Context: an optimization exercise on an open-source flow, tuned for small area, a short achievable clock period and few clock cycles per item. The choices shown serve that exercise and are no tape-out recipe.
In this exercise RTL edits were held to simulation tests only and were not proved equivalent to the original.

==> flow/design.v <==
`default_nettype none
package turbo_llr_pkg;
    typedef logic signed [13-1:0] llr_t;
    typedef logic signed [4-1:0]  ch_sample_t;
    typedef logic [(5 + 2)-1:0][4-1:0]  ch_block_t;
    typedef logic [(5 + 2)-1:0][13-1:0] llr_block_t;
    typedef logic [5-1:0]      info_bits_t;
    function automatic llr_t llr_sat_add(input llr_t a, input llr_t b);
        logic signed [13:0] wide;
        wide = a + b;
        if (wide[13] != wide[13-1]) begin
            llr_sat_add = wide[13] ? 13'({1'b1, {(13-1){1'b0}}})
                                   : 13'({1'b0, {(13-1){1'b1}}});
        end else begin
            llr_sat_add = 13'(wide[13-1:0]);
        end
    endfunction
    function automatic llr_t llr_sat_sub(input llr_t a, input llr_t b);
        logic signed [13:0] wide;
        wide = a - b;
        if (wide[13] != wide[13-1]) begin
            llr_sat_sub = wide[13] ? 13'({1'b1, {(13-1){1'b0}}})
                                   : 13'({1'b0, {(13-1){1'b1}}});
        end else begin
            llr_sat_sub = 13'(wide[13-1:0]);
        end
    endfunction
endpackage
`default_nettype wire
`default_nettype none
package turbo_fsm_pkg;
    typedef enum logic [1:0] {
        S_READ,
        S_DEC1,
        S_DEC2,
        S_FINISH
    } dec_state_e;
    typedef enum logic [1:0] {
        P_IDLE,
        P_FWD,
        P_BWD
    } siso_phase_e;
endpackage
`default_nettype wire
`timescale 1ns/10ps
`default_nettype none
module turbo_input_buffer (
    input  wire logic                     clk_p_i,
    input  wire logic                     reset_n_i,
    input  wire logic                     in_valid_i,
    input  wire turbo_llr_pkg::ch_sample_t sys_i,
    input  wire turbo_llr_pkg::ch_sample_t par1_i,
    input  wire turbo_llr_pkg::ch_sample_t par2_i,
    input  wire logic                     blk_release_i,
    output logic                          in_ready_o,
    output logic                          blk_loaded_o,
    output logic [(5 + 2)-1:0][4-1:0]      sys_blk_o,
    output logic [(5 + 2)-1:0][4-1:0]      par1_blk_o,
    output logic [(5 + 2)-1:0][4-1:0]      par2_blk_o
);
    localparam logic [3-1:0] LAST_STEP = 3'((5 + 2) - 1);
    logic [3-1:0] step_q;
    always_ff @(posedge clk_p_i or negedge reset_n_i) begin
        if (!reset_n_i) begin
            step_q       <= '0;
            in_ready_o   <= 1'b1;
            blk_loaded_o <= 1'b0;
        end else begin
            blk_loaded_o <= 1'b0;
            if (in_valid_i && in_ready_o) begin
                if (step_q == LAST_STEP) begin
                    step_q       <= '0;
                    in_ready_o   <= 1'b0;
                    blk_loaded_o <= 1'b1;
                end else begin
                    step_q <= step_q + 1'b1;
                end
            end else if (blk_release_i) begin
                in_ready_o <= 1'b1;
            end
        end
    end
    always_ff @(posedge clk_p_i) begin
        if (in_valid_i && in_ready_o) begin
            sys_blk_o[step_q]  <= sys_i;
            par1_blk_o[step_q] <= par1_i;
            par2_blk_o[step_q] <= par2_i;
        end
    end
endmodule
`default_nettype wire
`timescale 1ns/10ps
`default_nettype none
module siso_maxlog (
    input  wire logic                      clk_p_i,
    input  wire logic                      reset_n_i,
    input  wire logic                      start_i,
    input  wire logic [(5 + 2)-1:0][4-1:0]  sys_i,
    input  wire logic [(5 + 2)-1:0][4-1:0]  par_i,
    input  wire logic [(5 + 2)-1:0][13-1:0] apriori_i,
    output logic                           finish_o,
    output logic [(5 + 2)-1:0][13-1:0]      app_llr_o
);
    localparam int NS = 4;
    localparam logic [3-1:0] LAST_STEP = 3'((5 + 2) - 1);
    localparam turbo_llr_pkg::llr_t NEG_INF = {1'b1, {(13-1){1'b0}}};
    turbo_fsm_pkg::siso_phase_e phase_q;
    logic [3-1:0]   step_q;
    turbo_llr_pkg::llr_t        alpha_q [NS];
    turbo_llr_pkg::llr_t        beta_q [NS];
    turbo_llr_pkg::llr_t        alpha_mem [(5 + 2)][NS];
    turbo_llr_pkg::llr_t        alpha_d [NS];
    turbo_llr_pkg::llr_t        beta_d [NS];
    turbo_llr_pkg::llr_t        llr_d;
    always_comb begin
        turbo_llr_pkg::llr_t sys_term;
        turbo_llr_pkg::llr_t par_term;
        turbo_llr_pkg::llr_t gamma;
        turbo_llr_pkg::llr_t cand;
        turbo_llr_pkg::llr_t best0;
        turbo_llr_pkg::llr_t best1;
        turbo_llr_pkg::llr_t a_ref;
        turbo_llr_pkg::llr_t b_ref;
        logic [1:0]          st;
        logic [1:0]          ns;
        logic                d;
        sys_term = turbo_llr_pkg::llr_sat_add(apriori_i[step_q],
            13'(2 * $signed(sys_i[step_q])));
        par_term = 13'(2 * $signed(par_i[step_q]));
        best0 = NEG_INF;
        best1 = NEG_INF;
        for (int s = 0; s < NS; s++) begin
            alpha_d[s] = NEG_INF;
            beta_d[s]  = NEG_INF;
        end
        for (int s = 0; s < NS; s++) begin
            for (int u = 0; u < 2; u++) begin
                st = 2'(s);
                d  = u[0] ^ st[1] ^ st[0];
                ns = {d, st[1]};
                gamma = (u == 1) ? sys_term : '0;
                if (d ^ st[0]) begin
                    gamma = turbo_llr_pkg::llr_sat_add(gamma, par_term);
                end
                cand = turbo_llr_pkg::llr_sat_add(alpha_q[s], gamma);
                if (cand > alpha_d[ns]) begin
                    alpha_d[ns] = cand;
                end
                cand = turbo_llr_pkg::llr_sat_add(gamma, beta_q[ns]);
                if (cand > beta_d[s]) begin
                    beta_d[s] = cand;
                end
                cand = turbo_llr_pkg::llr_sat_add(alpha_mem[step_q][s], cand);
                if (u == 1 && cand > best1) begin
                    best1 = cand;
                end
                if (u == 0 && cand > best0) begin
                    best0 = cand;
                end
            end
        end
        a_ref = alpha_d[0];
        b_ref = beta_d[0];
        for (int s = 0; s < NS; s++) begin
            alpha_d[s] = turbo_llr_pkg::llr_sat_sub(alpha_d[s], a_ref);
            beta_d[s]  = turbo_llr_pkg::llr_sat_sub(beta_d[s], b_ref);
        end
        llr_d = turbo_llr_pkg::llr_sat_sub(best1, best0);
    end
    always_ff @(posedge clk_p_i or negedge reset_n_i) begin
        if (!reset_n_i) begin
            phase_q  <= turbo_fsm_pkg::P_IDLE;
            step_q   <= '0;
            finish_o <= 1'b0;
        end else begin
            finish_o <= 1'b0;
            case (phase_q)
                turbo_fsm_pkg::P_IDLE: begin
                    if (start_i) begin
                        phase_q <= turbo_fsm_pkg::P_FWD;
                        step_q  <= '0;
                    end
                end
                turbo_fsm_pkg::P_FWD: begin
                    if (step_q == LAST_STEP) begin
                        phase_q <= turbo_fsm_pkg::P_BWD;
                    end else begin
                        step_q <= step_q + 1'b1;
                    end
                end
                turbo_fsm_pkg::P_BWD: begin
                    if (step_q == '0) begin
                        phase_q  <= turbo_fsm_pkg::P_IDLE;
                        finish_o <= 1'b1;
                    end else begin
                        step_q <= step_q - 1'b1;
                    end
                end
                default: phase_q <= turbo_fsm_pkg::P_IDLE;
            endcase
        end
    end
    always_ff @(posedge clk_p_i) begin
        if (phase_q == turbo_fsm_pkg::P_IDLE && start_i) begin
            for (int s = 0; s < NS; s++) begin
                alpha_q[s] <= (s == 0) ? '0 : NEG_INF;
            end
        end else if (phase_q == turbo_fsm_pkg::P_FWD) begin
            for (int s = 0; s < NS; s++) begin
                alpha_mem[step_q][s] <= alpha_q[s];
                alpha_q[s]           <= alpha_d[s];
            end
            if (step_q == LAST_STEP) begin
                for (int s = 0; s < NS; s++) begin
                    beta_q[s] <= (s == 0) ? '0 : NEG_INF;
                end
            end
        end else if (phase_q == turbo_fsm_pkg::P_BWD) begin
            for (int s = 0; s < NS; s++) begin
                beta_q[s] <= beta_d[s];
            end
            app_llr_o[step_q] <= llr_d;
        end
    end
endmodule
`default_nettype wire
`timescale 1ns/10ps
`default_nettype none
module extrinsic_unit (
    input  wire logic [(5 + 2)-1:0][13-1:0] app_llr_i,
    input  wire logic [(5 + 2)-1:0][13-1:0] apriori_i,
    input  wire logic [(5 + 2)-1:0][4-1:0]  sys_i,
    output logic [(5 + 2)-1:0][13-1:0]      ext_llr_o,
    output turbo_llr_pkg::info_bits_t      hard_bits_o
);
    always_comb begin
        turbo_llr_pkg::llr_t diff;
        ext_llr_o = '0;
        for (int i = 0; i < 5; i++) begin
            diff = turbo_llr_pkg::llr_sat_sub(app_llr_i[i], apriori_i[i]);
            ext_llr_o[i] = turbo_llr_pkg::llr_sat_sub(diff,
                13'(2 * $signed(sys_i[i])));
            hard_bits_o[i] = ~app_llr_i[i][13-1];
        end
    end
endmodule
`default_nettype wire
`timescale 1ns/10ps
`default_nettype none
module turbo_ctrl (
    input  wire logic                      clk_p_i,
    input  wire logic                      reset_n_i,
    input  wire logic                      blk_loaded_i,
    input  wire logic [(5 + 2)-1:0][4-1:0]  sys_blk_i,
    input  wire logic [(5 + 2)-1:0][4-1:0]  par1_blk_i,
    input  wire logic [(5 + 2)-1:0][4-1:0]  par2_blk_i,
    input  wire logic                      siso_finish_i,
    input  wire logic [(5 + 2)-1:0][13-1:0] ext_llr_i,
    input  wire turbo_llr_pkg::info_bits_t hard_bits_i,
    output logic                           siso_start_o,
    output logic [(5 + 2)-1:0][4-1:0]       siso_sys_o,
    output logic [(5 + 2)-1:0][4-1:0]       siso_par_o,
    output logic [(5 + 2)-1:0][13-1:0]      siso_apriori_o,
    output logic                           blk_release_o,
    output turbo_llr_pkg::info_bits_t      dec_bits_o,
    output logic                           done_o
);
    localparam logic [3*5-1:0] PERM = {3'd3, 3'd1, 3'd2, 3'd4, 3'd0};
    turbo_fsm_pkg::dec_state_e  state_q;
    logic [4-1:0]   iter_q;
    logic [(5 + 2)-1:0][13-1:0]  ext1_q;
    logic [(5 + 2)-1:0][13-1:0]  ext2_q;
    turbo_llr_pkg::info_bits_t  hard1_q;
    turbo_llr_pkg::info_bits_t  hard2_nat;
    logic                       last_iter;
    always_comb begin
        siso_sys_o     = sys_blk_i;
        siso_par_o     = par1_blk_i;
        siso_apriori_o = ext2_q;
        hard2_nat      = '0;
        if (state_q == turbo_fsm_pkg::S_DEC2) begin
            siso_sys_o     = '0;
            siso_par_o     = par2_blk_i;
            siso_apriori_o = '0;
            for (int k = 0; k < 5; k++) begin
                siso_sys_o[k]     = sys_blk_i[PERM[3*k +: 3]];
                siso_apriori_o[k] = ext1_q[PERM[3*k +: 3]];
            end
        end
        for (int k = 0; k < 5; k++) begin
            hard2_nat[PERM[3*k +: 3]] = hard_bits_i[k];
        end
    end
    assign last_iter = (iter_q == 4'(10 - 1));
    always_ff @(posedge clk_p_i or negedge reset_n_i) begin
        if (!reset_n_i) begin
            state_q       <= turbo_fsm_pkg::S_READ;
            iter_q        <= '0;
            siso_start_o  <= 1'b0;
            blk_release_o <= 1'b0;
            done_o        <= 1'b0;
            dec_bits_o    <= '0;
            ext1_q        <= '0;
            ext2_q        <= '0;
            hard1_q       <= '0;
        end else begin
            siso_start_o  <= 1'b0;
            blk_release_o <= 1'b0;
            done_o        <= 1'b0;
            case (state_q)
                turbo_fsm_pkg::S_READ: begin
                    if (blk_loaded_i) begin
                        state_q      <= turbo_fsm_pkg::S_DEC1;
                        siso_start_o <= 1'b1;
                    end
                end
                turbo_fsm_pkg::S_DEC1: begin
                    if (siso_finish_i) begin
                        ext1_q       <= ext_llr_i;
                        hard1_q      <= hard_bits_i;
                        state_q      <= turbo_fsm_pkg::S_DEC2;
                        siso_start_o <= 1'b1;
                    end
                end
                turbo_fsm_pkg::S_DEC2: begin
                    if (siso_finish_i) begin
                        for (int k = 0; k < 5; k++) begin
                            ext2_q[PERM[3*k +: 3]] <= ext_llr_i[k];
                        end
                        if (hard2_nat == hard1_q || last_iter) begin
                            state_q       <= turbo_fsm_pkg::S_FINISH;
                            dec_bits_o    <= hard2_nat;
                            done_o        <= 1'b1;
                            blk_release_o <= 1'b1;
                        end else begin
                            iter_q       <= iter_q + 1'b1;
                            state_q      <= turbo_fsm_pkg::S_DEC1;
                            siso_start_o <= 1'b1;
                        end
                    end
                end
                default: begin
                    ext1_q  <= '0;
                    ext2_q  <= '0;
                    iter_q  <= '0;
                    state_q <= turbo_fsm_pkg::S_READ;
                end
            endcase
        end
    end
endmodule
`default_nettype wire
`timescale 1ns/10ps
`default_nettype none
module turbo_dec_top (
    input  wire logic                      clk_p_i,
    input  wire logic                      reset_n_i,
    input  wire logic                      in_valid_i,
    input  wire turbo_llr_pkg::ch_sample_t sys_i,
    input  wire turbo_llr_pkg::ch_sample_t par1_i,
    input  wire turbo_llr_pkg::ch_sample_t par2_i,
    output logic                           in_ready_o,
    output turbo_llr_pkg::info_bits_t      dec_bits_o,
    output logic                           done_o
);
    logic                      blk_loaded;
    logic                      blk_release;
    logic                      siso_start;
    logic                      siso_finish;
    logic [(5 + 2)-1:0][4-1:0]  sys_blk;
    logic [(5 + 2)-1:0][4-1:0]  par1_blk;
    logic [(5 + 2)-1:0][4-1:0]  par2_blk;
    logic [(5 + 2)-1:0][4-1:0]  siso_sys;
    logic [(5 + 2)-1:0][4-1:0]  siso_par;
    logic [(5 + 2)-1:0][13-1:0] siso_apriori;
    logic [(5 + 2)-1:0][13-1:0] app_llr;
    logic [(5 + 2)-1:0][13-1:0] ext_llr;
    turbo_llr_pkg::info_bits_t hard_bits;
    turbo_input_buffer buffer_i (
        .clk_p_i(clk_p_i), .reset_n_i(reset_n_i), .in_valid_i(in_valid_i),
        .sys_i(sys_i), .par1_i(par1_i), .par2_i(par2_i), .blk_release_i(blk_release),
        .in_ready_o(in_ready_o), .blk_loaded_o(blk_loaded),
        .sys_blk_o(sys_blk), .par1_blk_o(par1_blk), .par2_blk_o(par2_blk)
    );
    turbo_ctrl ctrl_i (
        .clk_p_i(clk_p_i), .reset_n_i(reset_n_i), .blk_loaded_i(blk_loaded),
        .sys_blk_i(sys_blk), .par1_blk_i(par1_blk), .par2_blk_i(par2_blk),
        .siso_finish_i(siso_finish), .ext_llr_i(ext_llr), .hard_bits_i(hard_bits),
        .siso_start_o(siso_start), .siso_sys_o(siso_sys), .siso_par_o(siso_par),
        .siso_apriori_o(siso_apriori), .blk_release_o(blk_release),
        .dec_bits_o(dec_bits_o), .done_o(done_o)
    );
    siso_maxlog siso_i (
        .clk_p_i(clk_p_i), .reset_n_i(reset_n_i), .start_i(siso_start),
        .sys_i(siso_sys), .par_i(siso_par), .apriori_i(siso_apriori),
        .finish_o(siso_finish), .app_llr_o(app_llr)
    );
    extrinsic_unit ext_i (
        .app_llr_i(app_llr), .apriori_i(siso_apriori), .sys_i(siso_sys),
        .ext_llr_o(ext_llr), .hard_bits_o(hard_bits)
    );
endmodule
`default_nettype wire
==> flow/run.sh <==
#!/bin/bash
# synth_recipe.tcl (not shown) runs the flow's synth.tcl, then flattens the netlist and writes it again
# the make line also repeats each setting of config.mk as NAME=value (left out here)
make -C /OpenROAD-flow-scripts/flow DESIGN_CONFIG=/design/flow/config.mk WORK_HOME=/design/flow/orfs CLKGATE_MAP_FILE= SYNTH_SCRIPT=/design/flow/synth_recipe.tcl finish
==> flow/config.mk <==
export PLATFORM = sky130hd
export DESIGN_NAME = turbo_dec_top
export DESIGN_NICKNAME = turbo_dec_top
export VERILOG_FILES = /design/flow/design.v
export SDC_FILE = /design/flow/constraint.sdc
export NUM_CORES = 4
export LEC_CHECK = 0
export CAP_MARGIN = 20
export CORE_MARGIN = 2
export CORE_UTILIZATION = 40
export SLEW_MARGIN = 20
==> flow/constraint.sdc <==
create_clock -name core_clock -period 20.0 [get_ports {clk_p_i}]
set_input_delay 4.0000 -clock core_clock [delete_from_list [all_inputs] [get_ports {clk_p_i}]]
set_output_delay 4.0000 -clock core_clock [all_outputs]
set_load 0.01 [all_outputs]
==> impl_metrics.ini <==
[setup_path]
start_kind = register
data_arrival_time_of_the_critical_path_ns = 19.55
worst_path_largest_cell_delay_ns = 0.47
timing.critical_path.fanout_max = 16
critPathCaptureType = register
r2r-start = ctrl_i.state_q[0]
worst-r2r-cell-count = 86
critical-path-top-cell-by-count = sky130_fd_sc_hd__ha_1
crit_path_start = ctrl_i.state_q[0]
cp_slowest_cell = sky130_fd_sc_hd__mux4_2
setup.worst_path.class = reg -> reg
crit_required_ns = 20.45
critical_path.endpoint = siso_i.app_llr_o[2]
reg2reg_to = siso_i.app_llr_o[2]
setup.reg_to_reg.worst_slack_ns = 0.90

[worst_hold_path]
min-delay-path-class = reg -> reg

[synthesis]
post_synthesis_share_of_cell_area_spent_on_and_or_nand_and_nor_gates = 0.132
syn_area_um2 = 56600
cell_types_occupying_the_most_area_after_synthesis = sky130_fd_sc_hd__edfxtp_1 24%, sky130_fd_sc_hd__ha_1 15%, sky130_fd_sc_hd__dfrtp_1 7.0%
post-synth-top-area-fraction = 0.245
complex_gate_fraction_of_the_synthesized_area = 0.219
xor_xnor_fraction_of_synth_area = 0.0501
synth_cell_types = 115
synth_top_family_by_area = compound AO/OA/AOI/OAI gates
post-synth-top-area-cell = sky130_fd_sc_hd__edfxtp_1
most_used_flip_flop_cell_after_synthesis = sky130_fd_sc_hd__edfxtp_1
synth-warning-count = 8
proportion_of_synthesized_area_in_mux_cells = 0.0648
synth.ff_latch_count = 659
asyncSetResetFlopFracSynth = 0.241
netlist_instances = 6138
syn-mean-instance-area_um2 = 9.22
yosys.area_share.adder = 0.168
synth_edf_count = 461
ys_seq_area_frac = 0.329

[clocking]
htree_levels = 3
cts_sinks = 659
clock_latency_of_the_later_clocked_register_in_the_worst_skew_pair_ns = 0.71
clock_buffer_count_from_cts = 77
cts_buffer_depth = 3
tritoncts_clock_tree = yes
cts_root_buffer = sky130_fd_sc_hd__clkbuf_16
clock_pin_slew_of_the_registers_on_the_worst_case_setup_and_hold_paths_ns = 0.06

[die]
rows = 138
dieWidth_um = 380
initial_core_util = 0.401
num_io_pins = 22
dieHeight_um = 380
fp.dieArea_um2 = 145000
fp.coreArea_um2 = 141000

[global_route]
initial_antenna_violation_count = 1
grt_pass1_vias = 45300
global_route.usage.total = 0.255
total_global_routing_overflow = 0
grt_max_degree = 89
grt_pass1_wl_um = 284000

[finish]
filler_cell_count = 13600
stdcell_area_um2 = 63100
drive_gt1_frac = 0.0908
layout-area-overhead-vs-synth_pct = 11.5
final_net_count = 6964

[sta]
final_period_minus_worst_setup_slack_ns = 19.10
worst_hold_slack_ns = 0.480
setup_viol = 0
timing.final.hold_violations = 0
worst_rel_slew_slack = 0.166
number_of_pins_exceeding_their_max_slew_limit_in_the_final_report = 0
maxClockFrequency_ghz = 0.0524
final.setup_skew_ns = 0.0429
tns_ns = 0
final_min_period_over_clock_period = 0.955
worst_slew_pin_slew_ns = 1.24

[placement]
place_congestion = 0.986
buffer_ports.inserted = 21
post-dp-hpwl_um = 146000
place_area_um2 = 59800

[route]
wirelength_um = 190000
drt_pre_antenna_iters = 9
via_count = 48000
drc_errors = 0
antenna_violating_nets_post_route = 0
wl_per_cell_um = 23.2
detail_route.iter0.violations = 4511
viasPerCell = 5.87

[status]
status = timing/DRC/antenna clean

[run]
drv_cap = 0
-- how the worst min path moves through the flow --
stage	slack [ns]	cells past startpoint	end	startpoint
final	0.48	2	ctrl_i.ext2_q[6]	ctrl_i.ext2_q[6]
after global routing	0.50	2	ctrl_i.ext2_q[34]	ctrl_i.ext2_q[34]
after CTS	0.48	2	ctrl_i.ext1_q[17]	ctrl_i.ext1_q[17]
after detailed placement	0.47	2	ctrl_i.ext1_q[17]	ctrl_i.ext1_q[17]
after global placement	0.46	2	ctrl_i.ext2_q[0]	ctrl_i.ext2_q[0]
after floorplan	0.44	2	ctrl_i.ext2_q[0]	ctrl_i.ext2_q[0]
-- kinds of logic (layout without fill, tap and decap cells) --
group,after synthesis,count (layout)
AOI/OAI and AO/OA,1909,1909
xor gates and xnor gates,324,324
adders and majority gates,743,743
buffers and inverters,558,687
DFF,659,659
muxes,329,329
other,2,34
and+or+nand+nor,1614,1615
-- flip-flops by register name (all words and copies together) (netlist names) --
| register | flops |
|---|---|
| siso_i.alpha_mem | 273 |
| ctrl_i.ext1_q | 65 |
| ctrl_i.ext2_q | 65 |
| siso_i.app_llr_o | 65 |
| siso_i.alpha_q | 39 |
| siso_i.beta_q | 39 |
| buffer_i.par1_blk_o | 28 |
| buffer_i.par2_blk_o | 28 |
| buffer_i.sys_blk_o | 28 |
| ctrl_i.dec_bits_o | 5 |
| ctrl_i.hard1_q | 5 |
| ctrl_i.iter_q | 4 |
| buffer_i.step_q | 3 |
| siso_i.step_q | 3 |
| ctrl_i.state_q | 2 |
| siso_i.phase_q | 2 |
| buffer_i.blk_loaded_o | 1 |
| buffer_i.in_ready_o | 1 |
| ctrl_i.done_o | 1 |
| ctrl_i.siso_start_o | 1 |
| siso_i.finish_o | 1 |
-- worst max-delay path, delay by kind of cell (launching register included) --
family	cells	cell delay, ns
DFF	1	0.42
adders and majority gates	13	4.26
and+or+nand+nor	10	1.22
AOI/OAI and AO/OA	42	8.97
xor gates and xnor gates	4	0.62
muxes	4	1.28
buffers and inverters	13	2.01
-- cell type report --
type / count / area (µm²) / share of cell area
well taps: 1890 / 2360 / 0.0375
inverters: 347 / 1310 / 0.0207
repair buffers: 198 / 1660 / 0.0264
clock inverters: 53 / 739 / 0.0117
diodes: 2 / 5.00 / 0.0000793
flip-flops and latches: 659 / 18600 / 0.295
multi-input cells: 4952 / 36400 / 0.577
clock buffers: 89 / 2030 / 0.0322
-- metal layers --
layer | global-route usage | vias to the layer above | part of all wire
li1 | - | 22800 | -
met4 | 0.0946 | 0 | 0.041
met5 | 0 | - | 0
met3 | 0.0287 | 314 | 0.062
met2 | 0.418 | 1651 | 0.46
met1 | 0.345 | 23200 | 0.44
-- synth_stat cells (15+ instances only) --
cell                       number
sky130_fd_sc_hd__ha_1         678
sky130_fd_sc_hd__o21ai_0      582
sky130_fd_sc_hd__nand2_1      557
sky130_fd_sc_hd__edfxtp_1     461
sky130_fd_sc_hd__nor2_1       450
sky130_fd_sc_hd__a21oi_1      392
sky130_fd_sc_hd__inv_1        344
sky130_fd_sc_hd__mux2i_1      228
sky130_fd_sc_hd__xnor2_1      183
sky130_fd_sc_hd__dfrtp_1      158
sky130_fd_sc_hd__clkbuf_1     151
sky130_fd_sc_hd__o21a_1       148
sky130_fd_sc_hd__xor2_1       141
sky130_fd_sc_hd__a21o_1       140
sky130_fd_sc_hd__nor2b_1      131
sky130_fd_sc_hd__nor3_1       100
sky130_fd_sc_hd__nand2b_1      89
sky130_fd_sc_hd__a22o_1        88
sky130_fd_sc_hd__nand3_1       80
sky130_fd_sc_hd__mux2_2        79
sky130_fd_sc_hd__o211ai_1      58
sky130_fd_sc_hd__o21ai_1       44
sky130_fd_sc_hd__a211oi_1      42
sky130_fd_sc_hd__dfxtp_1       39
sky130_fd_sc_hd__o22ai_1       39
sky130_fd_sc_hd__o21bai_1      38
sky130_fd_sc_hd__fa_1          36
sky130_fd_sc_hd__nand4_1       36
sky130_fd_sc_hd__buf_2         34
sky130_fd_sc_hd__a31oi_1       33
sky130_fd_sc_hd__and2_1        32
sky130_fd_sc_hd__or2_2         31
sky130_fd_sc_hd__maj3_1        29
sky130_fd_sc_hd__a21boi_0      28
sky130_fd_sc_hd__o31ai_1       28
sky130_fd_sc_hd__or3_1         23
sky130_fd_sc_hd__mux4_2        22
sky130_fd_sc_hd__o221ai_1      20
sky130_fd_sc_hd__buf_1         19
sky130_fd_sc_hd__nor3b_1       17
sky130_fd_sc_hd__and3_1        16
sky130_fd_sc_hd__o31a_1        16
sky130_fd_sc_hd__a211o_1       15
sky130_fd_sc_hd__nor4_1        15
-- what timing repair did --
action | 4_1_cts | 5_1_grt
pin swaps | 0 | 11
gates cloned | 0 | 4
hold buffers | 0 | 0
endpoints found under the setup margin | 60 | 65
setup buffers | 0 | 20
resized for setup | 3 | 85
-- placed cells by master, fill, tap and decap left out, types with 29 or more instances in the layout --
cell | netlist | layout
sky130_fd_sc_hd__a211oi_1 | 42 | 40
sky130_fd_sc_hd__a21o_1 | 140 | 140
sky130_fd_sc_hd__a21oi_1 | 392 | 385
sky130_fd_sc_hd__a22o_1 | 88 | 88
sky130_fd_sc_hd__a31oi_1 | 33 | 32
sky130_fd_sc_hd__and2_1 | 32 | 32
sky130_fd_sc_hd__buf_4 | 2 | 164
sky130_fd_sc_hd__clkbuf_16 | 0 | 79
sky130_fd_sc_hd__conb_1 | 2 | 32
sky130_fd_sc_hd__dfrtp_1 | 158 | 155
sky130_fd_sc_hd__dfxtp_1 | 39 | 39
sky130_fd_sc_hd__edfxtp_1 | 461 | 461
sky130_fd_sc_hd__fa_1 | 36 | 36
sky130_fd_sc_hd__ha_1 | 678 | 673
sky130_fd_sc_hd__inv_1 | 344 | 342
sky130_fd_sc_hd__maj3_1 | 29 | 29
sky130_fd_sc_hd__mux2_2 | 79 | 79
sky130_fd_sc_hd__mux2i_1 | 228 | 226
sky130_fd_sc_hd__nand2_1 | 557 | 556
sky130_fd_sc_hd__nand2b_1 | 89 | 88
sky130_fd_sc_hd__nand3_1 | 80 | 78
sky130_fd_sc_hd__nand4_1 | 36 | 36
sky130_fd_sc_hd__nor2_1 | 450 | 441
sky130_fd_sc_hd__nor2b_1 | 131 | 130
sky130_fd_sc_hd__nor3_1 | 100 | 98
sky130_fd_sc_hd__o211ai_1 | 58 | 58
sky130_fd_sc_hd__o21a_1 | 148 | 148
sky130_fd_sc_hd__o21ai_0 | 582 | 556
sky130_fd_sc_hd__o21ai_1 | 44 | 58
sky130_fd_sc_hd__o21bai_1 | 38 | 38
sky130_fd_sc_hd__o22ai_1 | 39 | 34
sky130_fd_sc_hd__or2_2 | 31 | 31
sky130_fd_sc_hd__xnor2_1 | 183 | 183
sky130_fd_sc_hd__xor2_1 | 141 | 141
-- per-stage QoR --
stage	setup WS (ns)	instances	utilization
finish	0.899	8190	0.447
floorplan	0.172	6168	-
detailed placement	-0.123	8022	0.424
global route	-0.154	8188	0.447
CTS	0.165	8164	0.444
global placement	0.284	8022	0.424
Testbench counts, summed over its fixed seeds: cycles 145,184, items 1,920.

## separate check: timing with driven ports
The results above use ideal ports. As a check the final layout listed here was re-extracted and re-timed, cells and wires unchanged. Step 1 assumes that a clkbuf_16 drives the clock port and a buf_2 every other input. Step 2, shift: input delay + t, output delay - t, t = (earliest + latest rising clock arrival at the registers) / 2. This alone moves slack from input paths to output paths. a / b / c = no drivers / after step 1 / after step 2; a / b = the first two.
shift t [ns]: 0.768
setup slack, ns: 0.899 / 0.899 / 0.899
slew at the worst register clock pin (ns): 0.07 / 0.07
After both steps setup and hold are still met in this run. For this run, drivers alone change the setup slack by 0.000 ns; drivers and shift together by 0.000 ns.
